This is an optimization exercise on Yosys and OpenROAD, whose aim is small area, a short achievable clock period and few clock cycles, not a production implementation. At most, simulation tests tie the RTL to the original design; equivalence was not proved. No functional check of the RTL was part of runs 2 to 4. Power is estimated from default activity; no workload was simulated.

===== run.sh =====
#!/bin/bash
# synth_recipe.tcl (not shown) runs the flow's synth.tcl, then flattens the netlist and writes it again
# the make line also repeats each setting of config.mk as NAME=value (left out here)
make -C /OpenROAD-flow-scripts/flow DESIGN_CONFIG=/design/flow/config.mk WORK_HOME=/design/flow/orfs CLKGATE_MAP_FILE= SYNTH_SCRIPT=/design/flow/synth_recipe.tcl finish

===== config.mk =====
export PLATFORM = sky130hd
export DESIGN_NAME = cpu_core
export DESIGN_NICKNAME = cpu_core
export VERILOG_FILES = /design/flow/design.v
export SDC_FILE = /design/flow/constraint.sdc
export NUM_CORES = 4
export LEC_CHECK = 0
export ABC_CLOCK_PERIOD_IN_PS = 3500
export CAP_MARGIN = 20
export CELL_PAD_IN_SITES_DETAIL_PLACEMENT = 1
export CELL_PAD_IN_SITES_GLOBAL_PLACEMENT = 2
export CORE_MARGIN = 2
export CORE_UTILIZATION = 55
export CTS_CLUSTER_DIAMETER = 60
export CTS_CLUSTER_SIZE = 40
export PLACE_DENSITY = 0.65
export SETUP_SLACK_MARGIN = 4.5
export SLEW_MARGIN = 20

===== constraint.sdc =====
create_clock -name core_clock -period 8.0 [get_ports {raw_clk}]
set_input_delay 1.6000 -clock core_clock [delete_from_list [all_inputs] [get_ports {raw_clk}]]
set_output_delay 1.6000 -clock core_clock [all_outputs]
set_load 0.01 [all_outputs]

===== design.v =====
package cpu6502_pkg;
  typedef logic [7:0] byte_t;
  typedef logic [7:0] addr_t;
  localparam int MEM_BYTES = 256;
  localparam int SB_SLOTS = 12;
  localparam int FLAG_N = 7;
  localparam int FLAG_V = 6;
  localparam int FLAG_B = 4;
  localparam int FLAG_Z = 1;
  localparam int FLAG_C = 0;
  localparam logic [4:0] K_ORA = 5'd0;
  localparam logic [4:0] K_AND = 5'd1;
  localparam logic [4:0] K_EOR = 5'd2;
  localparam logic [4:0] K_ADC = 5'd3;
  localparam logic [4:0] K_STA = 5'd4;
  localparam logic [4:0] K_LDA = 5'd5;
  localparam logic [4:0] K_CMP = 5'd6;
  localparam logic [4:0] K_SBC = 5'd7;
  localparam logic [4:0] K_LDX = 5'd8;
  localparam logic [4:0] K_LDY = 5'd9;
  localparam logic [4:0] K_TAX = 5'd10;
  localparam logic [4:0] K_TAY = 5'd11;
  localparam logic [4:0] K_TXA = 5'd12;
  localparam logic [4:0] K_TYA = 5'd13;
  localparam logic [4:0] K_INX = 5'd14;
  localparam logic [4:0] K_INY = 5'd15;
  localparam logic [4:0] K_DEX = 5'd16;
  localparam logic [4:0] K_DEY = 5'd17;
  localparam logic [4:0] K_CLC = 5'd18;
  localparam logic [4:0] K_SEC = 5'd19;
  localparam logic [4:0] K_NOP = 5'd20;
endpackage
`timescale 1ns/10ps
module program_rom (
  input  logic               raw_clk,
  input  logic [15:0]        whi,
  input  logic [15:0]        wlo,
  input  cpu6502_pkg::byte_t wd,
  input  logic [15:0]        rhi,
  input  logic [15:0]        rlo,
  output cpu6502_pkg::byte_t rd
);
  logic [8*cpu6502_pkg::MEM_BYTES-1:0] mem;
  for (genvar i = 0; i < cpu6502_pkg::MEM_BYTES; i++)
  begin : g_byte
    always_ff @(posedge raw_clk)
    begin
      if (whi[i / 16] && wlo[i % 16])
        mem[8*i +: 8] <= wd;
    end
  end
  always_comb
  begin
    cpu6502_pkg::byte_t row;
    rd = '0;
    for (int h = 0; h < 16; h++)
    begin
      row = '0;
      for (int l = 0; l < 16; l++)
        row = row | (mem[8*(16*h+l) +: 8] & {8{rlo[l]}});
      rd = rd | (row & {8{rhi[h]}});
    end
  end
endmodule
`timescale 1ns/10ps
module fetch_decode (
  input  cpu6502_pkg::byte_t op,
  output logic [4:0]         kind,
  output logic               two_byte,
  output logic               zp,
  output logic               brk,
  output logic               illegal
);
  logic g1;
  assign g1 = (op[1:0] == 2'b01) &&
              ((op[4:2] == 3'b001) || ((op[4:2] == 3'b010) && (op[7:5] != 3'b100)));
  always_comb
  begin
    kind     = cpu6502_pkg::K_NOP;
    two_byte = 1'b0;
    zp       = 1'b0;
    brk      = 1'b0;
    illegal  = 1'b0;
    if (g1)
    begin
      kind     = {2'b00, op[7:5]};
      two_byte = 1'b1;
      zp       = (op[4:2] == 3'b001) && (op[7:5] != 3'b100);
    end
    else
    begin
      case (op)
        8'hA2: begin kind = cpu6502_pkg::K_LDX; two_byte = 1'b1; end
        8'hA0: begin kind = cpu6502_pkg::K_LDY; two_byte = 1'b1; end
        8'hAA: kind = cpu6502_pkg::K_TAX;
        8'hA8: kind = cpu6502_pkg::K_TAY;
        8'h8A: kind = cpu6502_pkg::K_TXA;
        8'h98: kind = cpu6502_pkg::K_TYA;
        8'hE8: kind = cpu6502_pkg::K_INX;
        8'hC8: kind = cpu6502_pkg::K_INY;
        8'hCA: kind = cpu6502_pkg::K_DEX;
        8'h88: kind = cpu6502_pkg::K_DEY;
        8'h18: kind = cpu6502_pkg::K_CLC;
        8'h38: kind = cpu6502_pkg::K_SEC;
        8'hEA: kind = cpu6502_pkg::K_NOP;
        8'h00: brk  = 1'b1;
        default: illegal = 1'b1;
      endcase
    end
  end
endmodule
`timescale 1ns/10ps
module op_queue #(
  parameter int K = cpu6502_pkg::SB_SLOTS
) (
  input  logic               raw_clk,
  input  logic               drop,
  input  logic               commit,
  input  cpu6502_pkg::addr_t ld,
  input  cpu6502_pkg::addr_t la,
  output logic [K-1:0]       m_spec,
  output logic [K-1:0]       m_comm,
  output logic               hit,
  output cpu6502_pkg::byte_t hit_data,
  output logic [K-1:0]       alloc_oh,
  output logic               free_any,
  input  logic               alloc_en,
  input  logic               sa_en,
  input  logic [K-1:0]       dw_oh,
  input  cpu6502_pkg::byte_t dw_data,
  input  logic [K-1:0]       inv,
  input  logic               drain_ok,
  output logic               drain_v,
  output cpu6502_pkg::addr_t drain_addr,
  output cpu6502_pkg::byte_t drain_data
);
  logic               sv [0:K-1];
  logic               ss [0:K-1];
  logic               sh [0:K-1];
  cpu6502_pkg::addr_t sa [0:K-1];
  cpu6502_pkg::byte_t sd [0:K-1];
  logic [K-1:0]       comm;
  logic [K-1:0]       mq;
  logic [K-1:0]       drain_oh;
  logic               hit_s;
  cpu6502_pkg::byte_t data_s;
  cpu6502_pkg::byte_t data_c;
  always_comb
  begin
    for (int i = 0; i < K; i++)
    begin
      m_spec[i] = mq[i] && sv[i] && ss[i];
      m_comm[i] = mq[i] && sv[i] && !ss[i];
      comm[i]   = sv[i] && !ss[i];
    end
  end
  always_comb
  begin
    hit_s  = |m_spec;
    hit    = |m_spec || |m_comm;
    data_s = '0;
    data_c = '0;
    for (int i = 0; i < K; i++)
    begin
      data_s = data_s | (sd[i] & {8{m_spec[i]}});
      data_c = data_c | (sd[i] & {8{m_comm[i]}});
    end
    hit_data = hit_s ? data_s : data_c;
  end
  always_comb
  begin
    alloc_oh = '0;
    free_any = 1'b0;
    for (int i = 0; i < K; i++)
    begin
      if (!sv[i] && !free_any)
      begin
        alloc_oh[i] = 1'b1;
        free_any    = 1'b1;
      end
    end
  end
  always_comb
  begin
    drain_oh = '0;
    drain_v  = 1'b0;
    for (int i = 0; i < K; i++)
    begin
      if (comm[i] && !drain_v)
      begin
        drain_oh[i] = 1'b1;
        drain_v     = 1'b1;
      end
    end
    drain_addr = '0;
    drain_data = '0;
    for (int i = 0; i < K; i++)
    begin
      drain_addr = drain_addr | (sa[i] & {8{drain_oh[i]}});
      drain_data = drain_data | (sd[i] & {8{drain_oh[i]}});
    end
  end
  always_ff @(posedge raw_clk)
  begin
    for (int i = 0; i < K; i++)
      mq[i] <= (sa[i] == ld) || (alloc_en && alloc_oh[i] && (la == ld));
  end
  always_ff @(posedge raw_clk)
  begin
    for (int i = 0; i < K; i++)
    begin
      if (sa_en && alloc_oh[i])
        sa[i] <= la;
      if (alloc_en && alloc_oh[i])
      begin
        sv[i] <= 1'b1;
        ss[i] <= 1'b1;
        sh[i] <= 1'b0;
      end
      else
      begin
        if ((drain_ok && drain_oh[i]) || inv[i] || (drop && ss[i]) || (commit && sh[i]))
          sv[i] <= 1'b0;
        if (commit || drop)
        begin
          ss[i] <= 1'b0;
          sh[i] <= 1'b0;
        end
        else if (alloc_en && m_comm[i])
        begin
          sh[i] <= 1'b1;
        end
      end
      if (dw_oh[i])
        sd[i] <= dw_data;
    end
  end
endmodule
`timescale 1ns/10ps
module execute_unit (
  input  logic               raw_clk,
  input  logic               w_en,
  input  logic               w_rst,
  input  logic               rs_n,
  input  logic               wz_n,
  input  cpu6502_pkg::addr_t w_addr,
  input  cpu6502_pkg::byte_t w_data,
  output logic [15:0]        fpc_hi_o,
  output logic [15:0]        fpc_lo_o,
  input  cpu6502_pkg::byte_t prd,
  input  logic               out_ok,
  output cpu6502_pkg::byte_t reg_a,
  output cpu6502_pkg::byte_t reg_x,
  output cpu6502_pkg::byte_t reg_y,
  output cpu6502_pkg::byte_t status,
  output logic               halted,
  output logic               fault
);
  localparam int K = cpu6502_pkg::SB_SLOTS;
  logic               rs_q;
  logic               wz_q;
  logic [8:0]         hw;
  logic               spec_live;
  logic               restart;
  logic               inorder;
  logic               bad;
  logic               flush;
  logic               w_zero;
  cpu6502_pkg::addr_t fpc;
  logic [15:0]        fpc_hi;
  logic [15:0]        fpc_lo;
  cpu6502_pkg::byte_t bq;
  logic               bv;
  logic               avail;
  cpu6502_pkg::byte_t byte_f;
  logic [4:0]         dk_kind;
  logic               dk_two;
  logic               dk_zp;
  logic               dk_brk;
  logic               dk_ill;
  logic               d_arg;
  logic [4:0]         d_kind;
  logic               d_zp;
  logic               d_sta;
  logic               d_stop;
  logic               d_stall;
  logic               consume;
  logic               r_valid;
  logic [4:0]         r_kind;
  logic               r_zp;
  logic               r_sta;
  logic               r_brk;
  logic               r_ill;
  cpu6502_pkg::addr_t r_addr;
  logic [15:0]        r_hi;
  logic [15:0]        r_lo;
  logic               e_valid;
  cpu6502_pkg::addr_t e_addr;
  cpu6502_pkg::byte_t m_q;
  logic               e_spec;
  logic [K-1:0]       e_tgt;
  logic [K-1:0]       e_inv_m;
  logic               e_sta;
  logic               e_direct;
  cpu6502_pkg::byte_t ra, rx, ry;
  logic               fn, fv, fb, fz, fc;
  logic               halted_i, fault_i;
  logic               pw_v;
  cpu6502_pkg::addr_t pw_a;
  cpu6502_pkg::byte_t pw_d;
  cpu6502_pkg::byte_t zp_rd;
  cpu6502_pkg::byte_t zp_val;
  logic [K-1:0]       m_spec;
  logic [K-1:0]       m_comm;
  logic               sb_hit;
  cpu6502_pkg::byte_t sb_data;
  logic [K-1:0]       alloc_oh;
  logic               free_any;
  logic               alloc_en;
  logic               drain_ok;
  logic               drain_v;
  cpu6502_pkg::addr_t drain_addr;
  cpu6502_pkg::byte_t drain_data;
  assign w_zero  = wz_q;
  assign restart = rs_q;
  assign inorder = w_en && !hw[8] && (w_addr == hw[7:0]);
  assign bad     = w_rst && w_en && !restart && !inorder;
  assign flush   = restart || bad;
  always_ff @(posedge raw_clk)
  begin
    if (restart)
    begin
      hw        <= {8'h00, w_zero};
      spec_live <= !w_en || w_zero;
    end
    else if (bad)
    begin
      spec_live <= 1'b0;
    end
    else if (w_rst && inorder)
    begin
      hw <= hw + 9'd1;
    end
  end
  logic               direct;
  logic               d_use_b;
  cpu6502_pkg::byte_t d_byte;
  logic               d_valid;
  logic               d_arg_e;
  logic               d_stop_e;
  assign direct  = restart ? w_zero :
                   (!bv && w_rst && spec_live && inorder && (w_addr == fpc));
  assign avail   = !w_rst ||
                   (spec_live && (({1'b0, fpc} < hw) || (inorder && (w_addr == fpc))));
  assign byte_f  = (w_en && (w_addr == fpc)) ? w_data : prd;
  logic               bv_n;
  logic               dub_q;
  always_comb
  begin
    bv_n = bv;
    if (flush)
      bv_n = 1'b0;
    else if (bv)
    begin
      if (consume)
        bv_n = avail;
    end
    else if (direct)
      bv_n = !consume;
    else
      bv_n = avail;
  end
  always_ff @(posedge raw_clk)
  begin
    bv <= bv_n;
    dub_q <= bv_n && !rs_n;
    rs_q  <= rs_n;
    wz_q  <= wz_n;
    if (flush)
    begin
      fpc    <= {7'd0, restart && w_zero};
      fpc_hi <= 16'd1;
      fpc_lo <= {14'd0, restart && w_zero, !(restart && w_zero)};
    end
    else if (bv ? (consume && avail) : (direct || avail))
    begin
      bq     <= byte_f;
      fpc    <= fpc + 8'd1;
      fpc_lo <= {fpc_lo[14:0], fpc_lo[15]};
      if (fpc_lo[15])
        fpc_hi <= {fpc_hi[14:0], fpc_hi[15]};
    end
  end
  assign fpc_hi_o = fpc_hi;
  assign fpc_lo_o = fpc_lo;
  assign d_use_b  = dub_q;
  assign d_byte   = d_use_b ? bq : w_data;
  assign d_valid  = d_use_b || direct;
  assign d_arg_e  = d_arg && !restart;
  assign d_stop_e = d_stop && !restart;
  fetch_decode dec (
    .op       (d_byte),
    .kind     (dk_kind),
    .two_byte (dk_two),
    .zp       (dk_zp),
    .brk      (dk_brk),
    .illegal  (dk_ill)
  );
  assign d_stall = d_arg_e && d_sta && w_rst && !free_any;
  assign consume = d_valid && !d_stop_e && !d_stall;
  always_ff @(posedge raw_clk)
  begin
    if (bad)
    begin
      d_arg   <= 1'b0;
      d_stop  <= 1'b0;
      r_valid <= 1'b0;
      r_brk   <= 1'b0;
      r_ill   <= 1'b0;
    end
    else
    begin
      r_valid <= consume && (d_arg_e || (!dk_two && !dk_brk && !dk_ill));
      r_brk   <= consume && !d_arg_e && dk_brk;
      r_ill   <= consume && !d_arg_e && dk_ill;
      if (consume)
      begin
        if (!d_arg_e)
        begin
          d_stop <= dk_brk || dk_ill;
          d_arg  <= dk_two;
        end
        else
        begin
          d_arg <= 1'b0;
        end
      end
      else if (restart)
      begin
        d_arg  <= 1'b0;
        d_stop <= 1'b0;
      end
    end
  end
  always_ff @(posedge raw_clk)
  begin
    if (consume && !d_arg_e)
    begin
      d_kind <= dk_kind;
      d_zp   <= dk_zp;
      d_sta  <= (dk_kind == cpu6502_pkg::K_STA);
    end
  end
  always_ff @(posedge raw_clk)
  begin
    r_kind <= d_arg_e ? d_kind : dk_kind;
    r_zp   <= d_arg_e && d_zp;
    r_sta  <= d_arg_e && d_sta;
    r_addr <= d_byte;
    for (int i = 0; i < 16; i++)
    begin
      r_hi[i] <= (d_byte[7:4] == i);
      r_lo[i] <= (d_byte[3:0] == i);
    end
  end
  logic               pw_hit;
  logic               sel_sb, sel_pw, sel_zp, sel_imm;
  assign pw_hit   = pw_v && (pw_a == r_addr);
  assign sel_sb   = r_zp && sb_hit;
  assign sel_pw   = r_zp && !sb_hit && pw_hit;
  assign sel_zp   = r_zp && !sb_hit && !pw_hit;
  assign sel_imm  = !r_zp;
  assign zp_val   = (zp_rd & {8{sel_zp}}) | (sb_data & {8{sel_sb}}) |
                    (pw_d & {8{sel_pw}}) | (r_addr & {8{sel_imm}});
  assign alloc_en = r_valid && r_sta && w_rst && !(|m_spec) && !flush;
  logic e_ora, e_and, e_eor, e_lda, e_add, e_cmp, e_inv, e_ldx, e_ldy;
  logic e_tax, e_tay, e_txa, e_tya, e_inx, e_iny, e_dex, e_dey, e_clc, e_sec;
  logic e_wa, e_wx, e_wy, e_wc, e_wnz;
  always_ff @(posedge raw_clk)
  begin
    logic v;
    v = r_valid && !flush;
    e_valid <= v;
    e_sta   <= v && (r_kind == cpu6502_pkg::K_STA);
    e_ora   <= v && (r_kind == cpu6502_pkg::K_ORA);
    e_and   <= v && (r_kind == cpu6502_pkg::K_AND);
    e_eor   <= v && (r_kind == cpu6502_pkg::K_EOR);
    e_lda   <= v && (r_kind == cpu6502_pkg::K_LDA);
    e_add   <= v && ((r_kind == cpu6502_pkg::K_ADC) || (r_kind == cpu6502_pkg::K_SBC));
    e_cmp   <= v && (r_kind == cpu6502_pkg::K_CMP);
    e_inv   <= (r_kind == cpu6502_pkg::K_SBC) || (r_kind == cpu6502_pkg::K_CMP);
    e_ldx   <= v && (r_kind == cpu6502_pkg::K_LDX);
    e_ldy   <= v && (r_kind == cpu6502_pkg::K_LDY);
    e_tax   <= v && (r_kind == cpu6502_pkg::K_TAX);
    e_tay   <= v && (r_kind == cpu6502_pkg::K_TAY);
    e_txa   <= v && (r_kind == cpu6502_pkg::K_TXA);
    e_tya   <= v && (r_kind == cpu6502_pkg::K_TYA);
    e_inx   <= v && (r_kind == cpu6502_pkg::K_INX);
    e_iny   <= v && (r_kind == cpu6502_pkg::K_INY);
    e_dex   <= v && (r_kind == cpu6502_pkg::K_DEX);
    e_dey   <= v && (r_kind == cpu6502_pkg::K_DEY);
    e_clc   <= v && (r_kind == cpu6502_pkg::K_CLC);
    e_sec   <= v && (r_kind == cpu6502_pkg::K_SEC);
    e_wa    <= v && ((r_kind <= cpu6502_pkg::K_LDA) && (r_kind != cpu6502_pkg::K_STA) ||
                     (r_kind == cpu6502_pkg::K_SBC) || (r_kind == cpu6502_pkg::K_TXA) ||
                     (r_kind == cpu6502_pkg::K_TYA));
    e_wx    <= v && ((r_kind == cpu6502_pkg::K_LDX) || (r_kind == cpu6502_pkg::K_TAX) ||
                     (r_kind == cpu6502_pkg::K_INX) || (r_kind == cpu6502_pkg::K_DEX));
    e_wy    <= v && ((r_kind == cpu6502_pkg::K_LDY) || (r_kind == cpu6502_pkg::K_TAY) ||
                     (r_kind == cpu6502_pkg::K_INY) || (r_kind == cpu6502_pkg::K_DEY));
    e_wc    <= v && ((r_kind == cpu6502_pkg::K_ADC) || (r_kind == cpu6502_pkg::K_SBC) ||
                     (r_kind == cpu6502_pkg::K_CMP) || (r_kind == cpu6502_pkg::K_CLC) ||
                     (r_kind == cpu6502_pkg::K_SEC));
    e_wnz   <= v && (r_kind != cpu6502_pkg::K_STA) && (r_kind != cpu6502_pkg::K_CLC) &&
                    (r_kind != cpu6502_pkg::K_SEC) && (r_kind != cpu6502_pkg::K_NOP);
    e_addr  <= r_addr;
    m_q     <= zp_val;
    e_spec  <= w_rst;
    e_tgt   <= (|m_spec) ? m_spec : alloc_oh;
    e_inv_m <= m_spec | m_comm;
  end
  logic               pw_n;
  cpu6502_pkg::addr_t pw_an;
  logic [15:0]        pw_hi;
  logic [15:0]        pw_lo;
  assign e_direct = e_sta && !e_spec;
  assign drain_ok = !e_direct;
  assign pw_n     = e_direct || drain_v;
  assign pw_an    = e_direct ? e_addr : drain_addr;
  always_ff @(posedge raw_clk)
  begin
    pw_v <= pw_n;
    pw_a <= pw_an;
    pw_d <= e_direct ? ra : drain_data;
    for (int i = 0; i < 16; i++)
    begin
      pw_hi[i] <= pw_n && (pw_an[7:4] == i);
      pw_lo[i] <= (pw_an[3:0] == i);
    end
  end
  program_rom zp (
    .raw_clk (raw_clk),
    .whi     (pw_hi),
    .wlo     (pw_lo),
    .wd      (pw_d),
    .rhi     (r_hi),
    .rlo     (r_lo),
    .rd      (zp_rd)
  );
  op_queue #(.K(K)) sb (
    .raw_clk    (raw_clk),
    .drop       (flush),
    .commit     (!w_rst),
    .ld         (d_byte),
    .la         (r_addr),
    .m_spec     (m_spec),
    .m_comm     (m_comm),
    .hit        (sb_hit),
    .hit_data   (sb_data),
    .alloc_oh   (alloc_oh),
    .free_any   (free_any),
    .alloc_en   (alloc_en),
    .sa_en      (r_valid && r_sta && w_rst),
    .dw_oh      ((e_sta && e_spec) ? e_tgt : {K{1'b0}}),
    .dw_data    (ra),
    .inv        (e_direct ? e_inv_m : {K{1'b0}}),
    .drain_ok   (drain_ok),
    .drain_v    (drain_v),
    .drain_addr (drain_addr),
    .drain_data (drain_data)
  );
  cpu6502_pkg::byte_t m_alu;
  logic               cin;
  logic [8:0]         sum;
  cpu6502_pkg::byte_t x_inc, x_dec, y_inc, y_dec;
  cpu6502_pkg::byte_t a_res, x_res, y_res;
  logic               sum_zero;
  logic               c_res, v_res, n_res, z_res;
  always_comb
  begin
    m_alu = e_inv ? ~m_q : m_q;
    cin   = e_cmp || fc;
    sum   = {1'b0, ra} + {1'b0, m_alu} + {8'd0, cin};
    sum_zero = ((ra ^ m_alu) == {ra[6:0] | m_alu[6:0], cin});
    x_inc = rx + 8'd1;
    x_dec = rx - 8'd1;
    y_inc = ry + 8'd1;
    y_dec = ry - 8'd1;
    a_res = ((ra | m_q) & {8{e_ora}}) | ((ra & m_q) & {8{e_and}}) |
            ((ra ^ m_q) & {8{e_eor}}) | (m_q & {8{e_lda}}) |
            (sum[7:0] & {8{e_add}}) | (rx & {8{e_txa}}) | (ry & {8{e_tya}});
    x_res = (m_q & {8{e_ldx}}) | (ra & {8{e_tax}}) |
            (x_inc & {8{e_inx}}) | (x_dec & {8{e_dex}});
    y_res = (m_q & {8{e_ldy}}) | (ra & {8{e_tay}}) |
            (y_inc & {8{e_iny}}) | (y_dec & {8{e_dey}});
    c_res = ((e_add || e_cmp) && sum[8]) || e_sec;
    v_res = (ra[7] == m_alu[7]) && (sum[7] != ra[7]);
    n_res = ((ra[7] | m_q[7]) && e_ora) || ((ra[7] & m_q[7]) && e_and) ||
            ((ra[7] ^ m_q[7]) && e_eor) || (m_q[7] && (e_lda || e_ldx || e_ldy)) ||
            (sum[7] && (e_add || e_cmp)) || (ra[7] && (e_tax || e_tay)) ||
            (rx[7] && e_txa) || (ry[7] && e_tya) ||
            (x_inc[7] && e_inx) || (x_dec[7] && e_dex) ||
            (y_inc[7] && e_iny) || (y_dec[7] && e_dey);
    z_res = (((ra | m_q) == 8'd0) && e_ora) || (((ra & m_q) == 8'd0) && e_and) ||
            ((ra == m_q) && e_eor) || ((m_q == 8'd0) && (e_lda || e_ldx || e_ldy)) ||
            (sum_zero && (e_add || e_cmp)) || ((ra == 8'd0) && (e_tax || e_tay)) ||
            ((rx == 8'd0) && e_txa) || ((ry == 8'd0) && e_tya) ||
            ((rx == 8'hFF) && e_inx) || ((rx == 8'h01) && e_dex) ||
            ((ry == 8'hFF) && e_iny) || ((ry == 8'h01) && e_dey);
  end
  cpu6502_pkg::byte_t ra_n, rx_n, ry_n;
  logic               fn_n, fv_n, fb_n, fz_n, fc_n, halted_n, fault_n;
  always_comb
  begin
    ra_n     = e_wa ? a_res : ra;
    rx_n     = e_wx ? x_res : rx;
    ry_n     = e_wy ? y_res : ry;
    fc_n     = e_wc ? c_res : fc;
    fv_n     = e_add ? v_res : fv;
    fn_n     = e_wnz ? n_res : fn;
    fz_n     = e_wnz ? z_res : fz;
    fb_n     = fb || r_brk;
    halted_n = halted_i || r_brk;
    fault_n  = fault_i || r_ill;
    if (flush)
    begin
      ra_n     = '0;
      rx_n     = '0;
      ry_n     = '0;
      fc_n     = 1'b0;
      fv_n     = 1'b0;
      fn_n     = 1'b0;
      fz_n     = 1'b0;
      fb_n     = 1'b0;
      halted_n = 1'b0;
      fault_n  = 1'b0;
    end
  end
  always_ff @(posedge raw_clk)
  begin
    ra       <= ra_n;
    rx       <= rx_n;
    ry       <= ry_n;
    fc       <= fc_n;
    fv       <= fv_n;
    fn       <= fn_n;
    fz       <= fz_n;
    fb       <= fb_n;
    halted_i <= halted_n;
    fault_i  <= fault_n;
    if (!out_ok)
    begin
      reg_a  <= '0;
      reg_x  <= '0;
      reg_y  <= '0;
      status <= '0;
      halted <= 1'b0;
      fault  <= 1'b0;
    end
    else
    begin
      reg_a  <= ra_n;
      reg_x  <= rx_n;
      reg_y  <= ry_n;
      status <= {fn_n, fv_n, 1'b0, fb_n, 2'b00, fz_n, fc_n};
      halted <= halted_n;
      fault  <= fault_n;
    end
  end
endmodule
`timescale 1ns/10ps
module cpu_core (
  input  logic               raw_clk,
  input  logic               button_reset,
  input  logic               prog_we,
  input  cpu6502_pkg::addr_t prog_addr,
  input  cpu6502_pkg::byte_t prog_data,
  output cpu6502_pkg::byte_t reg_a,
  output cpu6502_pkg::byte_t reg_x,
  output cpu6502_pkg::byte_t reg_y,
  output cpu6502_pkg::byte_t status,
  output logic               halted,
  output logic               fault
);
  logic               w_en;
  logic               w_rst;
  logic               rs_n;
  logic               wz_n;
  cpu6502_pkg::addr_t w_addr;
  cpu6502_pkg::byte_t w_data;
  logic [15:0]        w_hi;
  logic [15:0]        w_lo;
  logic [15:0]        fpc_hi;
  logic [15:0]        fpc_lo;
  cpu6502_pkg::byte_t prd;
  always_ff @(posedge raw_clk)
  begin
    w_en    <= prog_we;
    w_addr  <= prog_addr;
    w_data  <= prog_data;
    w_rst   <= !button_reset;
    for (int i = 0; i < 16; i++)
    begin
      w_hi[i] <= prog_we && (prog_addr[7:4] == i);
      w_lo[i] <= (prog_addr[3:0] == i);
    end
  end
  assign wz_n = prog_we && (prog_addr == 8'h00);
  assign rs_n = !button_reset && (!w_rst || wz_n);
  program_rom rom (
    .raw_clk (raw_clk),
    .whi     (w_hi),
    .wlo     (w_lo),
    .wd      (w_data),
    .rhi     (fpc_hi),
    .rlo     (fpc_lo),
    .rd      (prd)
  );
  execute_unit core (
    .raw_clk  (raw_clk),
    .w_en     (w_en),
    .w_rst    (w_rst),
    .rs_n     (rs_n),
    .wz_n     (wz_n),
    .w_addr   (w_addr),
    .w_data   (w_data),
    .fpc_hi_o (fpc_hi),
    .fpc_lo_o (fpc_lo),
    .prd      (prd),
    .out_ok   (button_reset),
    .reg_a    (reg_a),
    .reg_x    (reg_x),
    .reg_y    (reg_y),
    .status   (status),
    .halted   (halted),
    .fault    (fault)
  );
endmodule

==> impl_metrics.yaml, run 1 <==
yosys:
  synth_edf_count: 4308
  yosys.area.top_type: "edfxtp_1"
  avgSynthCellArea_um2: 17.13
  synth_seq_cells: 4683
  synth_top_cell_area_share_pct: 74.20
  synth-seq-area-share_pct: 78.51
  yosys_most_used_dff: "edfxtp_1"
  synth_area_um2: 174300
  synth_common_cells: "edfxtp_1 (4308), a221oi_1 (784), a22o_1 (761), a22oi_1 (729), and2_1 (545)"
  ys_types: 90
  yosysMostFrequentCell: "edfxtp_1"
  synthCells: 10180
  ys_async_sr_fraction_pct: 0
  ys_warn_count: 10
  synth_area_leaders: "edfxtp_1 (74%), dfxtp_1 (4.3%), a221oi_1 (3.9%)"
sta:
  fin_setup_tns_ns: 0
  slew-limit-headroom_pct: 18.49
  whs_ns: 0.4583
  fin_skew_ns: 0.06984
  setup_viol: 0
  post-route-min-period_ns: 3.701
  fin_crit_sh_pct: 46.26
  finalHoldViolCount: 0
  drv_slew: 0
  setup_slack_ns: 4.299
  fmax_ghz: 0.2702
  rsz0062_at_grt: "yes"
  worst_pin_slew_ns: 1.223
cts:
  root_buffer: "clkbuf_16"
  htree_levels: 5
  clock_latency_ns: 0.99
  cts_inserted_buffers: 317
  postCtsHoldBufs: 0
  clk_pin_slew_ns: 0.09
  ctsLongestPathBuffers: 4
  cts_tree: "done"
  tritoncts_num_sinks: 4683
power:
  ir_drop_mv: 0.2723
  intPower_mw: 36.16
  power_switching_mw: 12.06
  p_clk_share_pct: 37.5
  pwr-share-seq_pct: 56.8
  swShare_pct: 25.02
  pwr_density_cell_nw_per_um2: 251.3
  comb_power_share_pct: 5.7
  p_leak_nw: 60.76
place:
  gp_congestion: 0.9053
  hpwl_mm: 350.3
  port_buffers: 49
  dp_cells: 13950
  place_worst_setup_slack_ns: 3.924
die:
  die_h_um: 567.0
  die_w_um: 567.0
  pin_count: 53
  die-area_um2: 321500
  placementRows: 206
  initial_core_util_pct: 55.31
  core_area_um2: 315200
setup_path:
  crit_top_cell: "nand4_1"
  crit_type: "reg -> reg"
  slowest_delay_ns: 0.52
  startpoint_type: "flip-flop"
  worst_path_max_delay_cell: "nand4_1"
  crit_arrival_ns: 4.55
  required_ns: 8.85
  endpoint_kind: "flip-flop"
  cp_max_fo: 49
  r2r_cells: 8
  cp_cell_sequence: "buf_12 -> a22o_1 -> a221oi_1 -> nand4_1 -> a22oi_1 -> nand4_1 -> o31a_1 -> a211o_1"
drt:
  drt_iter0_drc: 15350
  drc_errors: 0
  vias: 105300
  first_pass_iters: 7
  wire_per_inst_um: 40.37
  viasPerCell: 7.199
  finalWirelength_mm: 590.6
  antenna_left: 0
run:
  cap_violations: 0
global_routing:
  grt_use_total_pct: 36.19
  grt_max_degree: 239
  overflow: 0
  grt_pass1_wl_mm: 824.5
  antenna_found_initial: 30
  grt_pass1_vias: 105000
layout:
  postLayoutCoreUtil_pct: 60.88
  drive_above_1_share_pct: 9.409
  seqCellArea_um2: 137100
  fillers: 27030
  nets: 10200
  multi_input_area_um2: 34920
  area_growth_pct: 10.07
  fin_cells: 14630
hold_path:
  hold_depth: 1
  hp-class: "reg -> reg"
run_status:
  status: "timing/DRC/antenna clean"
## worst max-delay path, delay by kind of cell (launching register included)
kind	cells	cell delay [ns]
and+or+nand+nor	2	0.82
DFF	1	0.50
AOI/OAI and AO/OA	5	1.82
buffers and inverters	1	0.26
## layout by cell type, fill, tap and decap left out, types with 35 or more instances in the layout
| master | instances |
|---|---|
| clkbuf_16 | 323 |
| and3_1 | 35 |
| nor4_1 | 37 |
| buf_4 | 192 |
| a22oi_1 | 711 |
| clkdlybuf4s50_1 | 46 |
| edfxtp_1 | 4308 |
| diode_2 | 75 |
| nand2_1 | 162 |
| nand3_1 | 191 |
| clkinv_8 | 54 |
| inv_6 | 44 |
| inv_1 | 79 |
| nor2_1 | 225 |
| dfxtp_4 | 46 |
| xnor2_1 | 102 |
| mux2i_1 | 36 |
| xor2_1 | 65 |
| o21ai_0 | 135 |
| ha_1 | 47 |
| a21oi_1 | 72 |
| a221oi_1 | 776 |
| nor3_1 | 59 |
| a221o_1 | 40 |
| a22o_1 | 761 |
| and2_1 | 545 |
| dfxtp_1 | 303 |
| buf_12 | 36 |
| nand4_1 | 345 |
## final timing paths
kind | to | from | slack, ns
setup / recovery | core.m_q[1] | core.r_lo[14] | 4.30
hold / removal | core.r_zp | core.d_zp | 0.46
setup reg to reg | core.m_q[1] | core.r_lo[14] | 4.30
hold reg to reg | core.r_zp | core.d_zp | 0.46
## state kept, by name (all words and copies together) (netlist names), 16 cells and up
register / flops
core.zp.mem: 2048
rom.mem: 2048
core.sb.sa: 96
core.sb.sd: 96
core.fpc_hi: 16
core.fpc_lo: 16
core.pw_hi: 16
core.pw_lo: 16
core.r_hi: 16
core.r_lo: 16
w_hi: 16
w_lo: 16
## layout make-up
cell class / count / share of cell area (%)
clock inverters: 248 / 1.676
diodes: 75 / 0.09780
multi-input cells: 4754 / 18.20
clock buffers: 333 / 4.231
inverters: 85 / 0.1689
repair buffers: 291 / 1.487
well taps: 4160 / 2.712
flip-flops and latches: 4683 / 71.43
## power groups by stage
stage / logic (mW) / registers [mW] / clock network, mW
detailed placement: 2.65 / 27.9 / 0
global placement: 2.57 / 27.9 / 0
CTS: 2.68 / 27.4 / 18.2
floorplan: 1.25 / 27.8 / 0
finish: 2.76 / 27.4 / 18.1
global route: 2.87 / 27.4 / 18.9
## metal layers
metal	up-vias	GRT usage, %	share of wire (%)
met3	1293	5.581	8.8
met2	6224	57.81	48
met1	55660	48.87	38
met4	10	17.87	5.4
li1	42120	-	-
met5	-	0	0.011
## logic make-up (layout without fill, tap and decap cells)
family	count (synthesis)	after routing	share of synthesized area, %
xor+xnor	167	167	0.8390
compound gates	2738	2738	12.67
fa+ha+maj	49	49	0.3603
other cells	1	78	0.002151
simple gates	1750	1750	5.686
mux	47	47	0.2849
flops	4683	4683	78.51
buf+inv	745	957	1.646
## timing repair
| item | in CTS | in global routing |
|---|---|---|
| setup endpoints to repair | 133 | 125 |
| resized for setup | 68 | 39 |
| cloned | 0 | 1 |
| buffers inserted | 0 | 20 |
| pin swaps | 7 | 16 |
## metrics by stage
| stage | instance area (µm²) | power [mW] |
|---|---|---|
| after CTS | 191300 | 48.20 |
| after global placement | 179800 | 30.49 |
| after global routing | 191700 | 49.15 |
| final | 191900 | 48.22 |
| after detailed placement | 179800 | 30.58 |
| after floorplan | 174400 | 29.09 |
Testbench counts, summed over its fixed seeds: cycles 27,525.
==> inputs of run 2 (changes only) <==
--- a/design.v
+++ b/design.v
@@ -35,7 +35,7 @@
   input  logic               raw_clk,
-  input  logic [15:0]        whi,
-  input  logic [15:0]        wlo,
+  input  logic [15:0]        whi_n,
+  input  logic [15:0]        wlo_n,
   input  cpu6502_pkg::byte_t wd,
   input  logic [15:0]        rhi,
-  input  logic [15:0]        rlo,
+  input  logic [63:0]        rlo,
   output cpu6502_pkg::byte_t rd
@@ -47,3 +47,3 @@
     begin
-      if (whi[i / 16] && wlo[i % 16])
+      if (!(whi_n[i / 16] || wlo_n[i % 16]))
         mem[8*i +: 8] <= wd;
@@ -59,3 +59,3 @@
       for (int l = 0; l < 16; l++)
-        row = row | (mem[8*(16*h+l) +: 8] & {8{rlo[l]}});
+        row = row | (mem[8*(16*h+l) +: 8] & {8{rlo[16*(h/4)+l]}});
       rd = rd | (row & {8{rhi[h]}});
@@ -248,3 +248,3 @@
   output logic [15:0]        fpc_hi_o,
-  output logic [15:0]        fpc_lo_o,
+  output logic [63:0]        fpc_lo_o,
   input  cpu6502_pkg::byte_t prd,
@@ -270,3 +270,5 @@
   logic [15:0]        fpc_hi;
-  logic [15:0]        fpc_lo;
+  logic [63:0]        fpc_lo;
+  logic               lo_end;
+  logic               q_end;
   cpu6502_pkg::byte_t bq;
@@ -295,3 +297,3 @@
   logic [15:0]        r_hi;
-  logic [15:0]        r_lo;
+  logic [63:0]        r_lo;
   logic               e_valid;
@@ -382,3 +384,3 @@
       fpc_hi <= 16'd1;
-      fpc_lo <= {14'd0, restart && w_zero, !(restart && w_zero)};
+      fpc_lo <= {62'd0, restart && w_zero, !(restart && w_zero)};
     end
@@ -388,4 +390,8 @@
       fpc    <= fpc + 8'd1;
-      fpc_lo <= {fpc_lo[14:0], fpc_lo[15]};
-      if (fpc_lo[15])
+      if (lo_end && q_end)
+        fpc_lo <= {fpc_lo[62:0], fpc_lo[63]};
+      else
+        for (int q = 0; q < 4; q++)
+          fpc_lo[16*q +: 16] <= {fpc_lo[16*q +: 15], fpc_lo[16*q+15]};
+      if (lo_end)
         fpc_hi <= {fpc_hi[14:0], fpc_hi[15]};
@@ -393,2 +399,4 @@
   end
+  assign lo_end   = fpc_lo[15] || fpc_lo[31] || fpc_lo[47] || fpc_lo[63];
+  assign q_end    = fpc_hi[3] || fpc_hi[7] || fpc_hi[11] || fpc_hi[15];
   assign fpc_hi_o = fpc_hi;
@@ -462,3 +470,4 @@
       r_hi[i] <= (d_byte[7:4] == i);
-      r_lo[i] <= (d_byte[3:0] == i);
+      for (int q = 0; q < 4; q++)
+        r_lo[16*q+i] <= (d_byte[3:0] == i) && (d_byte[7:6] == q);
     end
@@ -523,4 +532,4 @@
   cpu6502_pkg::addr_t pw_an;
-  logic [15:0]        pw_hi;
-  logic [15:0]        pw_lo;
+  logic [15:0]        pw_hi_n;
+  logic [15:0]        pw_lo_n;
   assign e_direct = e_sta && !e_spec;
@@ -536,4 +545,4 @@
     begin
-      pw_hi[i] <= pw_n && (pw_an[7:4] == i);
-      pw_lo[i] <= (pw_an[3:0] == i);
+      pw_hi_n[i] <= !(pw_n && (pw_an[7:4] == i));
+      pw_lo_n[i] <= !(pw_an[3:0] == i);
     end
@@ -542,4 +551,4 @@
     .raw_clk (raw_clk),
-    .whi     (pw_hi),
-    .wlo     (pw_lo),
+    .whi_n   (pw_hi_n),
+    .wlo_n   (pw_lo_n),
     .wd      (pw_d),
@@ -690,6 +699,6 @@
   cpu6502_pkg::byte_t w_data;
-  logic [15:0]        w_hi;
-  logic [15:0]        w_lo;
+  logic [15:0]        w_hi_n;
+  logic [15:0]        w_lo_n;
   logic [15:0]        fpc_hi;
-  logic [15:0]        fpc_lo;
+  logic [63:0]        fpc_lo;
   cpu6502_pkg::byte_t prd;
@@ -703,4 +712,4 @@
     begin
-      w_hi[i] <= prog_we && (prog_addr[7:4] == i);
-      w_lo[i] <= (prog_addr[3:0] == i);
+      w_hi_n[i] <= !(prog_we && (prog_addr[7:4] == i));
+      w_lo_n[i] <= !(prog_addr[3:0] == i);
     end
@@ -711,4 +720,4 @@
     .raw_clk (raw_clk),
-    .whi     (w_hi),
-    .wlo     (w_lo),
+    .whi_n   (w_hi_n),
+    .wlo_n   (w_lo_n),
     .wd      (w_data),
==> run 2 against run 1 <==
  * Setup slack gained 0.12 ns
  * First-iteration DRC count up 6.8%
  * Area after synthesis increased by 0.99%
  * Combinational power decreased by 8.7%
  * Core utilization grew 0.12 points
  * Clock skew up 0.0089 ns
  * Clock power up 4%
  * Critical endpoint is now core.m_q[3]
  * Synthesized cell count up 3.3%
  * Final area up 1.2%
  * Critical path depth stayed put
==> impl_metrics.yaml, run 2 <==
run_status:
  status: "timing/DRC/antenna clean"
sta:
  fin_crit_sh_pct: 44.82
  fin_setup_tns_ns: 0
  finalHoldViolCount: 0
  drv_slew: 0
  setup_viol: 0
  rsz0062_at_grt: "yes"
  fin_skew_ns: 0.07877
  fmax_ghz: 0.2789
  worst_pin_slew_ns: 1.287
  post-route-min-period_ns: 3.585
  slew-limit-headroom_pct: 14.19
layout:
  largestRegisters: "core.zp.mem: 2048 flops, rom.mem: 2048 flops"
  mostFrequentLayoutCells: "edfxtp_1 (4308), a22oi_1 (835), a221oi_1 (720)"
  drive_above_1_share_pct: 10.55
  fin_cells: 14970
  final_area_um2: 194200
  area_growth_pct: 10.27
  final_common_cell: "edfxtp_1"
  postLayoutCoreUtil_pct: 60.99
  nets: 10550
yosys:
  yosys_most_used_dff: "edfxtp_1"
  ys_warn_count: 10
  synth_area_um2: 176100
  synth_area_leaders: "edfxtp_1 (73%), dfxtp_1 (5.4%), a221oi_1 (3.6%)"
  ys_async_sr_fraction_pct: 0
  synth_common_cells: "edfxtp_1 (4308), a22oi_1 (843), a221oi_1 (724), nor2_1 (719), a22o_1 (707)"
  synth-seq-area-share_pct: 78.83
  avgSynthCellArea_um2: 16.73
  synth_edf_count: 4308
  ys_types: 89
  yosysMostFrequentCell: "edfxtp_1"
  synth_top_cell_area_share_pct: 73.48
  synthCells: 10520
  synth_seq_cells: 4779
  yosys.area.top_type: "edfxtp_1"
global_routing:
  grt_pass1_wl_mm: 843.4
  grt_use_total_pct: 37.03
  grt_pass1_vias: 106600
  overflow: 0
  grt_max_degree: 193
  antenna_found_initial: 49
cts:
  cts_tree: "done"
  htree_levels: 5
  ctsLongestPathBuffers: 4
  clk_pin_slew_ns: 0.09
  root_buffer: "clkbuf_16"
  cts_inserted_buffers: 326
  clock_latency_ns: 0.98
  tritoncts_num_sinks: 4779
place:
  gp_congestion: 0.9169
  placed_cell_area_um2: 181400
  dp_cells: 14310
  hpwl_mm: 372.9
  port_buffers: 49
power:
  ir_drop_mv: 0.2590
  p_leak_nw: 60.89
  pwr_density_cell_nw_per_um2: 254.2
die:
  pin_count: 53
  initial_core_util_pct: 55.31
  die_w_um: 569.8
  core_area_um2: 318300
  die-area_um2: 324700
  placementRows: 207
  die_h_um: 569.8
drt:
  wl_met3_mm: 71.64
  viasPerCell: 7.230
  vias: 108200
  first_pass_iters: 6
  drt_iter0_drc: 16390
  top_layer: "met5"
  antenna_left: 0
  met2_length_mm: 272.8
  finalWirelength_mm: 609.0
  wire_per_inst_um: 40.70
  met1Wirelength_mm: 243.7
  drc_errors: 0
setup_path:
  crit_arrival_ns: 4.33
  worst_path_max_delay_cell: "nand4_1"
  startpoint_type: "flip-flop"
  cp_max_fo: 32
  cp_cell_sequence: "buf_4 -> a22o_1 -> a221oi_1 -> nand4_1 -> a22oi_1 -> nand4_1 -> nor3_4 -> o221ai_1"
  endpoint_kind: "flip-flop"
  reg2reg_setup_slack_ns: 4.41
  required_ns: 8.75
  crit_top_cell: "nand4_1"
  crit_type: "reg -> reg"
  slowest_delay_ns: 0.64
run:
  cap_violations: 0
hold_path:
  hp-class: "reg -> reg"
[run 2: cell types whose count changed in the layout (fill, tap and decap cells not counted), moves of 54 or more]
cell	previous run	this run
a221oi_1	776	720
nor2_2	0	61
a22oi_1	711	835
nand2_1	162	287
nor2_1	225	658
and2_1	545	41
dfxtp_1	303	371
buf_4	192	269
a22o_1	761	707
[run 2: power by group]
group          total (mW)  internal, mW  switching (mW)
logic                2.52         0.603            1.92
registers            27.9          27.6           0.382
clock network        18.9          9.01            9.88
total                49.4          37.2            12.2
[run 2: timing repair]
item                       CTS  global route
gates resized for setup    100            47
setup buffers                3             5
cloned                       1             0
hold buffers                 0             0
hold endpoints to repair     0             0
pin swaps                    6            14
setup endpoints to repair  144           139
[run 2: cell type report]
| type | instances | area [µm²] |
|---|---|---|
| fill | 27490 | 124200 |
| antenna | 30 | 75.07 |
| tap | 4180 | 5230 |
| inverter | 81 | 305.3 |
| multi-input combinational | 4950 | 34710 |
| sequential | 4779 | 139000 |
| timing repair buffer | 339 | 2848 |
| clock buffer | 356 | 8586 |
| clock inverter | 250 | 3391 |
[run 2: kinds of logic after synthesis]
logic type               synth area share, %
AO/OA/AOI/OAI                          12.41
XOR/XNOR                              0.8308
adder cells (fa/ha/maj)               0.3568
buffers and inverters                  1.740
flip-flops                             78.83
multiplexers                          0.5806
other                               0.002130
AND/OR/NAND/NOR                        5.251
[run 2: metrics by stage]
step / total power [mW] / setup WS [ns] / hold slack [ns]
floorplan: 29.54 / 4.893 / 0.3832
global placement: 30.82 / 3.659 / 0.4401
detailed placement: 30.91 / 3.681 / 0.4575
CTS: 49.31 / 4.470 / 0.4767
global route: 50.27 / 4.499 / 0.4921
finish: 49.35 / 4.415 / 0.4745
[run 2: path summary, 6_finish.rpt]
path	from	endpoint	cells past startpoint
hold reg to reg	core.halted_i	core.halted_i	2
setup reg to reg	core.r_lo[49]	core.m_q[3]	8
setup / recovery	core.r_lo[49]	core.m_q[3]	8
hold / removal	core.halted_i	core.halted_i	2
[run 2: layer usage]
layer | track usage [%] | vias to the layer above
li1 | - | 43030
met4 | 11.98 | 12
met5 | 0 | -
met2 | 55.38 | 6949
met3 | 8.823 | 1052
met1 | 53.88 | 57160
[run 2: critical path: cells and delay by family (launching register included)]
family	cells	cell delay, ns
buffers and inverters	1	0.29
flip-flops	1	0.33
AND/OR/NAND/NOR	3	1.18
AO/OA/AOI/OAI	4	1.51
==> inputs of run 3 (changes only) <==
--- a/config.mk
+++ b/config.mk
@@ -16,3 +16,3 @@
 export PLACE_DENSITY = 0.65
-export SETUP_SLACK_MARGIN = 4.5
+export SETUP_SLACK_MARGIN = 5.0
 export SLEW_MARGIN = 20
==> run 3 against run 2 <==
  * Critical path depth is the same
  * Global-route usage grew 0.67 points
  * Worst hold slack is essentially flat
  * Setup slack gained 0.21 ns
  * Largest power group unchanged
==> impl_metrics.yaml, run 3 <==
run_status:
  status: "timing/DRC/antenna clean"
yosys:
  yosys.area.top_type: "edfxtp_1"
  ys_warn_count: 10
  synth_top_cell_area_share_pct: 73.48
  synth_seq_cells: 4779
  synth_area_um2: 176100
  synth_edf_count: 4308
  avgSynthCellArea_um2: 16.73
  synth_common_cells: "edfxtp_1 (4308), a22oi_1 (843), a221oi_1 (724), nor2_1 (719), a22o_1 (707)"
  ys_types: 89
  yosys_most_used_dff: "edfxtp_1"
  synth_area_leaders: "edfxtp_1 (73%), dfxtp_1 (5.4%), a221oi_1 (3.6%)"
  ys_async_sr_fraction_pct: 0
  synthCells: 10520
  yosysMostFrequentCell: "edfxtp_1"
  synth-seq-area-share_pct: 78.83
sta:
  drv_slew: 0
  worst_pin_slew_ns: 1.318
  rsz0062_at_grt: "yes"
  fin_setup_tns_ns: 0
  finalHoldViolCount: 0
  slew-limit-headroom_pct: 12.11
  post-route-min-period_ns: 3.373
  setup_viol: 0
  setup_slack_ns: 4.627
  fmax_ghz: 0.2965
  fin_crit_sh_pct: 42.16
  fin_skew_ns: 0.06489
  whs_ns: 0.4749
setup_path:
  cp_cell_sequence: "buf_12 -> bufbuf_16 -> a221oi_1 -> nand4_1 -> a22oi_2 -> nand4_1 -> nor3_4 -> o221ai_1"
  cp_max_fo: 16
  crit_type: "reg -> reg"
  crit_top_cell: "nand4_1"
  crit_arrival_ns: 4.18
  slowest_delay_ns: 0.63
  reg2reg_to: "core.m_q[5]"
  endpoint_kind: "flip-flop"
  startpoint_type: "flip-flop"
  timing.rr.start: "core.r_lo[49]"
  worst_path_max_delay_cell: "a22oi_2"
  r2r_cells: 8
  required_ns: 8.81
  reg2reg_setup_slack_ns: 4.63
layout:
  final_area_um2: 197300
  final_common_cell: "edfxtp_1"
  mostFrequentLayoutCells: "edfxtp_1 (4308), a22oi_1 (816), a22o_1 (706)"
  largestRegisters: "core.zp.mem: 2048 flops, rom.mem: 2048 flops"
  nets: 10650
  drive_above_1_share_pct: 13.65
  fin_cells: 15050
  area_growth_pct: 12.04
cts:
  ctsLongestPathBuffers: 4
  cts_inserted_buffers: 322
  clock_latency_ns: 0.98
  tritoncts_num_sinks: 4779
  htree_levels: 5
  cts_tree: "done"
  clk_pin_slew_ns: 0.09
  root_buffer: "clkbuf_16"
run:
  cap_violations: 0
die:
  initial_core_util_pct: 55.31
  core_area_um2: 318300
  die-area_um2: 324700
  die_w_um: 569.8
  die_h_um: 569.8
  pin_count: 53
  placementRows: 207
drt:
  drc_errors: 0
  first_pass_iters: 8
  antenna_left: 0
  viasPerCell: 7.217
  finalWirelength_mm: 623.8
  wire_per_inst_um: 41.46
  vias: 108600
  drt_iter0_drc: 16320
global_routing:
  met1_usage_pct: 52.13
  grt_pass1_vias: 107700
  antenna_found_initial: 41
  grt_pass1_wl_mm: 857.6
  grt_use_met3_pct: 7.750
  grt_use_total_pct: 37.70
  met2_usage_pct: 57.58
  grt_max_degree: 177
  top_usage_layer: "met2"
  overflow: 0
power:
  pwr_density_cell_nw_per_um2: 249.8
  p_leak_nw: 62.04
  ir_drop_mv: 0.2872
place:
  place_worst_setup_slack_ns: 3.167
  placed_cell_area_um2: 181500
  gp_congestion: 0.9115
  hpwl_mm: 375.5
  dp_cells: 14320
  port_buffers: 49
hold_path:
  hold_depth: 2
  hp-start: "core.fb"
  hold_end: "core.fb"
  hp-class: "reg -> reg"
==> run 3: cell counts after synthesis <==
No cell type changed its count.
==> run 3: worst max-delay path by stage <==
stage                               start         endpoint  slack (ns)  cells after the start
after CTS                   core.reg_a[6]         reg_a[6]        4.74                      1
after floorplan                 w_data[0]      core.d_stop        4.90                      8
after global placement    core.fpc_lo[33]       core.bq[6]        3.27                      8
after detailed placement    core.sb.sv[0]  core.pw_hi_n[4]        3.17                      7
after global routing        core.r_lo[48]      core.m_q[4]        4.70                     10
final                       core.r_lo[49]      core.m_q[5]        4.63                      8
==> run 3: logic make-up after synthesis <==
family	share of synthesized area [%]
xor gates and xnor gates	0.8308
adders and majority gates	0.3568
DFF	78.83
other	0.002130
muxes	0.5806
buffers and inverters	1.740
and+or+nand+nor	5.251
AOI/OAI and AO/OA	12.41
==> run 3: where the power goes <==
part	switching, mW	internal (mW)
registers	0.342	27.5
logic	2.04	0.707
clock network	9.84	8.80
total	12.2	37.1
==> run 3: through the flow <==
stage,power [mW],utilization [%]
after floorplan,29.54,-
after global placement,30.82,56.99
after detailed placement,30.92,57.02
after CTS,49.14,61.44
after global routing,50.19,61.96
final,49.27,61.97
==> run 3: worst max-delay path: cells and delay by family (launching register included) <==
family	cells	cell delay, ns
AND/OR/NAND/NOR	3	1.21
AO/OA/AOI/OAI	3	1.15
buffers and inverters	2	0.45
flip-flops	1	0.38
==> run 3: cell type report <==
cell class / count / area [µm²]
antenna: 14 / 35.03
clock buffer: 346 / 8413
clock inverter: 248 / 3274
fill: 27280 / 121100
inverter: 81 / 330.3
multi-input combinational: 4950 / 35890
sequential: 4779 / 139100
tap: 4180 / 5230
timing repair buffer: 448 / 4951
==> run 3: repair_timing <==
action	4_1_cts	5_1_grt
pin swaps	98	76
resized for setup	659	182
hold buffers	0	0
endpoints found under the setup margin	431	303
setup buffers	43	46
gates cloned	9	10
==> run 3: per-layer routing <==
layer | share of wire (%) | routed length, µm
met1 | 38 | 238100
met5 | 0.020 | 122
met2 | 46 | 284000
met3 | 11 | 67640
met4 | 5.5 | 34020
==> inputs of run 4 (changes only) <==
--- a/config.mk
+++ b/config.mk
@@ -16,3 +16,3 @@
 export PLACE_DENSITY = 0.65
-export SETUP_SLACK_MARGIN = 5.0
+export SETUP_SLACK_MARGIN = 4.0
 export SLEW_MARGIN = 20
==> run 4 against run 3 <==
  * Still clean
  * Count of clock-buffer cells in the layout is 4 higher
  * Synthesized cell count stayed put
  * Combinational power is 9.9% lower
  * Global-route usage is 0.47 points lower
  * Critical endpoint is now core.m_q[1]
  * Highest routed layer unchanged
==> impl_metrics.yaml, run 4 <==
power:
  pwr_density_cell_nw_per_um2: 252.2
  p_leak_nw: 60.54
  ir_drop_mv: 0.3085
yosys:
  ys_types: 89
  ys_async_sr_fraction_pct: 0
  ys_warn_count: 10
  yosys.area.top_type: "edfxtp_1"
  synthXorXnorAreaFrac_pct: 0.8308
  synth_simple_gate_area_share_pct: 5.251
  synth_fa_ha_area_share_pct: 0.3568
  synth_top_family_by_area: "compound AO/OA/AOI/OAI gates"
  synth-seq-area-share_pct: 78.83
  synth_area_um2: 176100
  synthCells: 10520
  synth_seq_cells: 4779
  synth_mux_area_share_pct: 0.5806
  synth_edf_count: 4308
  synth_top_cell_area_share_pct: 73.48
  synth_area_leaders: "edfxtp_1 (73%), dfxtp_1 (5.4%), a221oi_1 (3.6%)"
  synth_compound_gate_area_share_pct: 12.41
  yosysMostFrequentCell: "edfxtp_1"
  yosys_most_used_dff: "edfxtp_1"
  avgSynthCellArea_um2: 16.73
  synth_common_cells: "edfxtp_1 (4308), a22oi_1 (843), a221oi_1 (724), nor2_1 (719), a22o_1 (707)"
drt:
  viasPerCell: 7.156
  finalWirelength_mm: 612.0
  drc_errors: 0
  vias: 107100
  wire_per_inst_um: 40.87
  antenna_left: 0
  drt_iter0_drc: 14560
  first_pass_iters: 8
setup_path:
  crit_type: "reg -> reg"
  crit_arrival_ns: 4.86
  cp_num_buf_inv: 1
  critical_path.endpoint: "core.m_q[1]"
  startpoint_type: "flip-flop"
  timing.rr.start: "core.r_lo[15]"
  crit_cells: 8
  reg2reg_to: "core.m_q[1]"
  cp_max_fo: 32
  endpoint_kind: "flip-flop"
  reg2reg_setup_slack_ns: 3.88
  crit_family: "simple AND/OR/NAND/NOR gates"
  r2r_cells: 8
  slowest_delay_ns: 0.87
  setup.worst_path.start: "core.r_lo[15]"
  worst_path_max_delay_cell: "nor3_1"
  required_ns: 8.74
  cp_cell_sequence: "buf_4 -> a22o_1 -> a221oi_1 -> nand4_1 -> a22oi_1 -> nand4_1 -> nor3_1 -> o22ai_1"
  crit_top_cell: "nand4_1"
sta:
  finalHoldViolCount: 0
  setup_viol: 0
  slew-limit-headroom_pct: 9.124
  setup_slack_ns: 3.884
  worst_pin_slew_ns: 1.363
  rsz0062_at_grt: "no"
  fin_setup_tns_ns: 0
  fmax_ghz: 0.2430
  fin_crit_sh_pct: 51.45
  whs_ns: 0.4578
  drv_slew: 0
  post-route-min-period_ns: 4.116
  fin_skew_ns: 0.08578
cts:
  clock_latency_ns: 1.00
  htree_levels: 5
  tritoncts_num_sinks: 4779
  root_buffer: "clkbuf_16"
  clk_pin_slew_ns: 0.10
  cts_inserted_buffers: 319
  ctsLongestPathBuffers: 4
  cts_tree: "done"
layout:
  mostFrequentLayoutCells: "edfxtp_1 (4308), a22oi_1 (843), a221oi_1 (724)"
  nets: 10550
  largestRegisters: "core.zp.mem: 2048 flops, rom.mem: 2048 flops"
  postLayoutCoreUtil_pct: 60.77
  area_growth_pct: 9.878
  fin_cells: 14970
  drive_above_1_share_pct: 10.04
  final_common_cell: "edfxtp_1"
global_routing:
  grt_pass1_wl_mm: 847.7
  antenna_found_initial: 39
  grt_use_total_pct: 37.23
  grt_pass1_vias: 106400
  overflow: 0
  grt_max_degree: 198
run_status:
  status: "timing/DRC/antenna clean"
die:
  die_w_um: 569.8
  die-area_um2: 324700
  initial_core_util_pct: 55.31
  die_h_um: 569.8
  pin_count: 53
  placementRows: 207
  core_area_um2: 318300
place:
  gp_congestion: 0.8952
  hpwl_mm: 375.0
  place_worst_setup_slack_ns: 3.393
  port_buffers: 49
  dp_cells: 14320
hold_path:
  hp-class: "reg -> reg"
run:
  cap_violations: 0
## run 4: cell counts after synthesis
No cell type changed its count.
## run 4: cells by family (layout without fill, tap and decap cells)
logic type | after synthesis | in the layout
flops | 4779 | 4779
compound gates | 2721 | 2722
simple gates | 1912 | 1913
buf+inv | 795 | 1023
xor+xnor | 167 | 167
mux | 97 | 97
fa+ha+maj | 49 | 49
other cells | 1 | 42
## run 4: worst register-to-register path, stage by stage (launching register included)
cell	delay, ns
dfxtp_1	0.31
buf_4	0.31
a22o_1	0.35
a221oi_1	0.45
nand4_1	0.46
a22oi_1	0.65
nand4_1	0.27
nor3_1	0.87
o22ai_1	0.20
## run 4: per-stage QoR
step	instance area (µm²)	power (mW)
after global placement	181300	30.80
final	193500	48.80
after detailed placement	181500	30.89
after CTS	193000	48.80
after floorplan	176100	29.55
after global routing	193400	49.70
## run 4: layout make-up
class	count	area, µm²
fill	27490	124900
tap	4180	5230
sequential	4779	139000
timing repair buffer	351	2865
inverter	81	306.5
antenna	39	97.59
clock inverter	241	3172
multi-input combinational	4951	34490
clock buffer	350	8332
## run 4: power by group
| part | internal [mW] | total, mW | leakage [nW] | switching, mW |
|---|---|---|---|---|
| Clock | 8.64 | 18.4 | 5.53 | 9.74 |
| Sequential | 27.6 | 27.9 | 43.0 | 0.384 |
| Combinational | 0.585 | 2.47 | 12.0 | 1.88 |
## run 4: what timing repair did
action | 4_1_cts | 5_1_grt
resized for setup | 33 | 4
buffers inserted | 0 | 3
setup endpoints to repair | 110 | 29
pin swaps | 1 | 1
cloned | 1 | 1
hold buffers | 0 | 0
## run 4: layer usage
layer  global-route usage (%)  vias to the layer above  wire length [µm]
met5                        0                        -                92
met4                    21.98                       14             40440
met3                    6.166                     1285             54320
met2                    58.39                     6268            286000
met1                    49.43                    56530            231100
li1                         -                    43040                 -
## run 4: worst min path at each step
stage                        startpoint                to  slack (ns)  depth (start not counted)
after global routing       core.pw_d[4]  core.zp.mem[572]        0.46                          0
after detailed placement  core.halted_i     core.halted_i        0.45                          2
final                      core.pw_d[4]  core.zp.mem[572]        0.46                          0
after CTS                  core.pw_d[4]  core.zp.mem[572]        0.47                          0
after global placement          core.fb           core.fb        0.43                          2
after floorplan                   w_rst       core.e_spec        0.38                          0
==> inputs of run 5 (changes only) <==
--- a/design.v
+++ b/design.v
@@ -40,3 +40,4 @@
   input  logic [63:0]        rlo,
-  output cpu6502_pkg::byte_t rd
+  output cpu6502_pkg::byte_t rd0,
+  output cpu6502_pkg::byte_t rd1
 );
@@ -54,3 +55,4 @@
     cpu6502_pkg::byte_t row;
-    rd = '0;
+    rd0 = '0;
+    rd1 = '0;
     for (int h = 0; h < 16; h++)
@@ -60,3 +62,6 @@
         row = row | (mem[8*(16*h+l) +: 8] & {8{rlo[16*(h/4)+l]}});
-      rd = rd | (row & {8{rhi[h]}});
+      if (h < 8)
+        rd0 = rd0 | (row & {8{rhi[h]}});
+      else
+        rd1 = rd1 | (row & {8{rhi[h]}});
     end
@@ -205,3 +210,3 @@
     for (int i = 0; i < K; i++)
-      mq[i] <= (sa[i] == ld) || (alloc_en && alloc_oh[i] && (la == ld));
+      mq[i] <= (sa[i] == ld) || (sa_en && alloc_oh[i] && (la == ld));
   end
@@ -262,2 +267,3 @@
   logic [8:0]         hw;
+  logic               f_inc;
   logic               spec_live;
@@ -301,2 +307,5 @@
   cpu6502_pkg::byte_t m_q;
+  cpu6502_pkg::byte_t m_alt;
+  logic               m_selz;
+  cpu6502_pkg::byte_t zh0, zh1;
   logic               e_spec;
@@ -312,3 +321,3 @@
   cpu6502_pkg::byte_t pw_d;
-  cpu6502_pkg::byte_t zp_rd;
+  cpu6502_pkg::byte_t zp_rd0, zp_rd1;
   cpu6502_pkg::byte_t zp_val;
@@ -359,2 +368,3 @@
   logic               dub_q;
+  assign f_inc = bv ? (consume && avail) : (direct || avail);
   always_comb
@@ -386,3 +396,3 @@
     end
-    else if (bv ? (consume && avail) : (direct || avail))
+    else if (f_inc)
     begin
@@ -416,3 +426,3 @@
   );
-  assign d_stall = d_arg_e && d_sta && w_rst && !free_any;
+  assign d_stall = d_arg_e && d_sta && w_rst && !free_any && !(drain_ok && drain_v);
   assign consume = d_valid && !d_stop_e && !d_stall;
@@ -481,4 +491,4 @@
   assign sel_imm  = !r_zp;
-  assign zp_val   = (zp_rd & {8{sel_zp}}) | (sb_data & {8{sel_sb}}) |
-                    (pw_d & {8{sel_pw}}) | (r_addr & {8{sel_imm}});
+  assign zp_val   = (sb_data & {8{sel_sb}}) | (pw_d & {8{sel_pw}}) |
+                    (r_addr & {8{sel_imm}});
   assign alloc_en = r_valid && r_sta && w_rst && !(|m_spec) && !flush;
@@ -525,3 +535,6 @@
     e_addr  <= r_addr;
-    m_q     <= zp_val;
+    m_alt   <= zp_val;
+    m_selz  <= sel_zp;
+    zh0     <= zp_rd0;
+    zh1     <= zp_rd1;
     e_spec  <= w_rst;
@@ -556,3 +569,4 @@
     .rlo     (r_lo),
-    .rd      (zp_rd)
+    .rd0     (zp_rd0),
+    .rd1     (zp_rd1)
   );
@@ -587,2 +601,3 @@
   logic               c_res, v_res, n_res, z_res;
+  assign m_q = ((zh0 | zh1) & {8{m_selz}}) | (m_alt & {8{!m_selz}});
   always_comb
@@ -699,2 +714,3 @@
   cpu6502_pkg::byte_t w_data;
+  cpu6502_pkg::byte_t w_wd;
   logic [15:0]        w_hi_n;
@@ -704,2 +720,3 @@
   cpu6502_pkg::byte_t prd;
+  cpu6502_pkg::byte_t prd0, prd1;
   always_ff @(posedge raw_clk)
@@ -709,2 +726,4 @@
     w_data  <= prog_data;
+    if (prog_we)
+      w_wd <= prog_data;
     w_rst   <= !button_reset;
@@ -718,2 +737,3 @@
   assign rs_n = !button_reset && (!w_rst || wz_n);
+  assign prd = prd0 | prd1;
   program_rom rom (
@@ -722,6 +742,7 @@
     .wlo_n   (w_lo_n),
-    .wd      (w_data),
+    .wd      (w_wd),
     .rhi     (fpc_hi),
     .rlo     (fpc_lo),
-    .rd      (prd)
+    .rd0     (prd0),
+    .rd1     (prd1)
   );
--- a/config.mk
+++ b/config.mk
@@ -16,3 +16,3 @@
 export PLACE_DENSITY = 0.65
-export SETUP_SLACK_MARGIN = 4.0
+export SETUP_SLACK_MARGIN = 4.85
 export SLEW_MARGIN = 20
==> run 5 against run 4 <==
  * Via count shrank 0.75%
  * Global-route usage shrank 1.6 points
  * Final area up 1.0%
  * Cell count increased by 0.36%
  * Sequential power is essentially flat
  * Highest routed layer unchanged
  * Synthesized cell count is 0.29% higher
  * First-iteration DRC count increased by 0.36%
  * Total power is 0.66% higher
  * Critical path depth shrank 1
  * Wire length fell by 4.2%
  * Setup slack better by 0.81 ns
  * Fmax grew 25%
==> impl_metrics.yaml, run 5 <==
run_status:
  status: "timing/DRC/antenna clean"
global_routing:
  grt_pass1_wl_mm: 822.1
  grt_pass1_vias: 106300
  antenna_found_initial: 15
  grt_max_degree: 189
  grt_use_total_pct: 35.64
  overflow: 0
sta:
  fin_skew_ns: 0.06436
  finalHoldViolCount: 0
  setup_viol: 0
  fin_crit_sh_pct: 41.27
cts:
  cts_inserted_buffers: 319
  clock_latency_ns: 0.97
  htree_levels: 5
  postCtsHoldBufs: 0
yosys:
  ys_async_sr_fraction_pct: 0
  synthCells: 10550
  synth_top_family_by_area: "compound AO/OA/AOI/OAI gates"
  ys_warn_count: 10
  yosysMostFrequentCell: "edfxtp_1"
  synth_mux_area_share_pct: 0.4704
  synth_seq_cells: 4804
  yosys.area.top_type: "edfxtp_1"
power:
  comb_power_share_pct: 6.6
  swShare_pct: 24.65
  ir_drop_mv: 0.3514
  pwr_density_cell_nw_per_um2: 251.4
  power_switching_mw: 12.11
  p_clk_share_pct: 37.3
  p_leak_nw: 56.99
layout:
  area_growth_pct: 10.79
  mostFrequentLayoutCells: "edfxtp_1 (4316), nor2_1 (767), a22oi_1 (753)"
  fillers: 27450
  final_common_cell: "edfxtp_1"
hold_path:
  hold_depth: 2
  hold_end: "core.r_kind[4]"
  hp-class: "reg -> reg"
drt:
  finalWirelength_mm: 586.1
  antenna_left: 0
  met2_length_mm: 276.9
  vias: 106300
  wl_met3_mm: 49.77
  top_layer: "met5"
die:
  die-area_um2: 325200
  die_w_um: 570.3
  initial_core_util_pct: 55.36
setup_path:
  crit_arrival_ns: 3.95
  endpoint_kind: "flip-flop"
  cp_max_fo: 22
==> run 5: how the worst max path moves through the flow <==
stage | startpoint | end | slack, ns | cells after the start
final | core.fpc_lo[31] | core.bq[7] | 4.70 | 7
after global routing | core.m_selz | core.reg_a[7] | 4.78 | 13
after CTS | core.sb.sv[1] | core.pw_hi_n[1] | 4.77 | 8
after detailed placement | core.sb.sv[0] | core.fpc_lo[29] | 3.26 | 9
after global placement | core.sb.sv[0] | core.fpc_lo[18] | 3.28 | 9
after floorplan | w_wd[0] | rom.mem[0] | 3.95 | 0
==> run 5: cell families (layout without fill, tap and decap cells) <==
family,Yosys count,after routing
AOI/OAI and AO/OA,2750,2754
xor gates and xnor gates,165,165
adders and majority gates,49,49
buffers and inverters,828,1082
DFF,4804,4804
muxes,82,82
other,1,38
and+or+nand+nor,1872,1872
==> run 5: metrics by stage <==
| step | setup WS, ns | power, mW | instance area [µm²] | std cells | hold WS [ns] |
|---|---|---|---|---|---|
| 6_report | 4.698 | 49.12 | 195400 | 15030 | 0.4453 |
| 5_1_grt | 4.783 | 50.10 | 195400 | 15020 | 0.4710 |
| 4_1_cts | 4.770 | 49.06 | 194300 | 14940 | 0.4534 |
| 3_5_place_dp | 3.265 | 31.06 | 181700 | 14320 | 0.4406 |
| 3_3_place_gp | 3.283 | 30.99 | 181700 | 14310 | 0.4297 |
| 2_1_floorplan | 3.954 | 29.65 | 176400 | 10550 | 0.3754 |
==> run 5: critical path, stage by stage, from the launching register on <==
cell and delay (ns):
dfxtp_2 0.48, buf_6 0.29, a22oi_1 0.20, nand4_1 0.28, o21ai_2 0.35, nand4_1 0.53
nor4_4 0.65, a21oi_1 0.18
==> run 5: cell type report <==
cell class / count / area [µm²] / area share [%]
clock buffer: 348 / 8431 / 4.315
sequential: 4804 / 139600 / 71.42
tap: 4180 / 5230 / 2.677
multi-input combinational: 4925 / 35120 / 17.98
antenna: 35 / 87.58 / 0.04483
inverter: 76 / 305.3 / 0.1563
timing repair buffer: 414 / 3637 / 1.862
clock inverter: 244 / 3018 / 1.545
==> run 5: layer usage <==
metal / GRT usage (%) / vias to the layer above
li1: - / 43080
met1: 48.77 / 56330
met4: 17.40 / 10
met2: 56.41 / 5771
met3: 5.285 / 1141
met5: 0 / -
==> run 5: power groups by stage <==
stage / Clock, mW / Combinational, mW / Sequential, mW
final: 18.3 / 3.24 / 27.6
after global routing: 19.2 / 3.35 / 27.6
after CTS: 18.4 / 3.10 / 27.5
after detailed placement: 0 / 2.96 / 28.1
after global placement: 0 / 2.89 / 28.1
after floorplan: 0 / 1.46 / 28.2
==> run 5: timing repair <==
item,in CTS,in global routing
resized for setup,333,127
setup endpoints to repair,348,190
pin swaps,50,54
setup buffers,30,37
cloned,4,3
Testbench counts of run 5, summed over its fixed seeds: cycles 27,525.
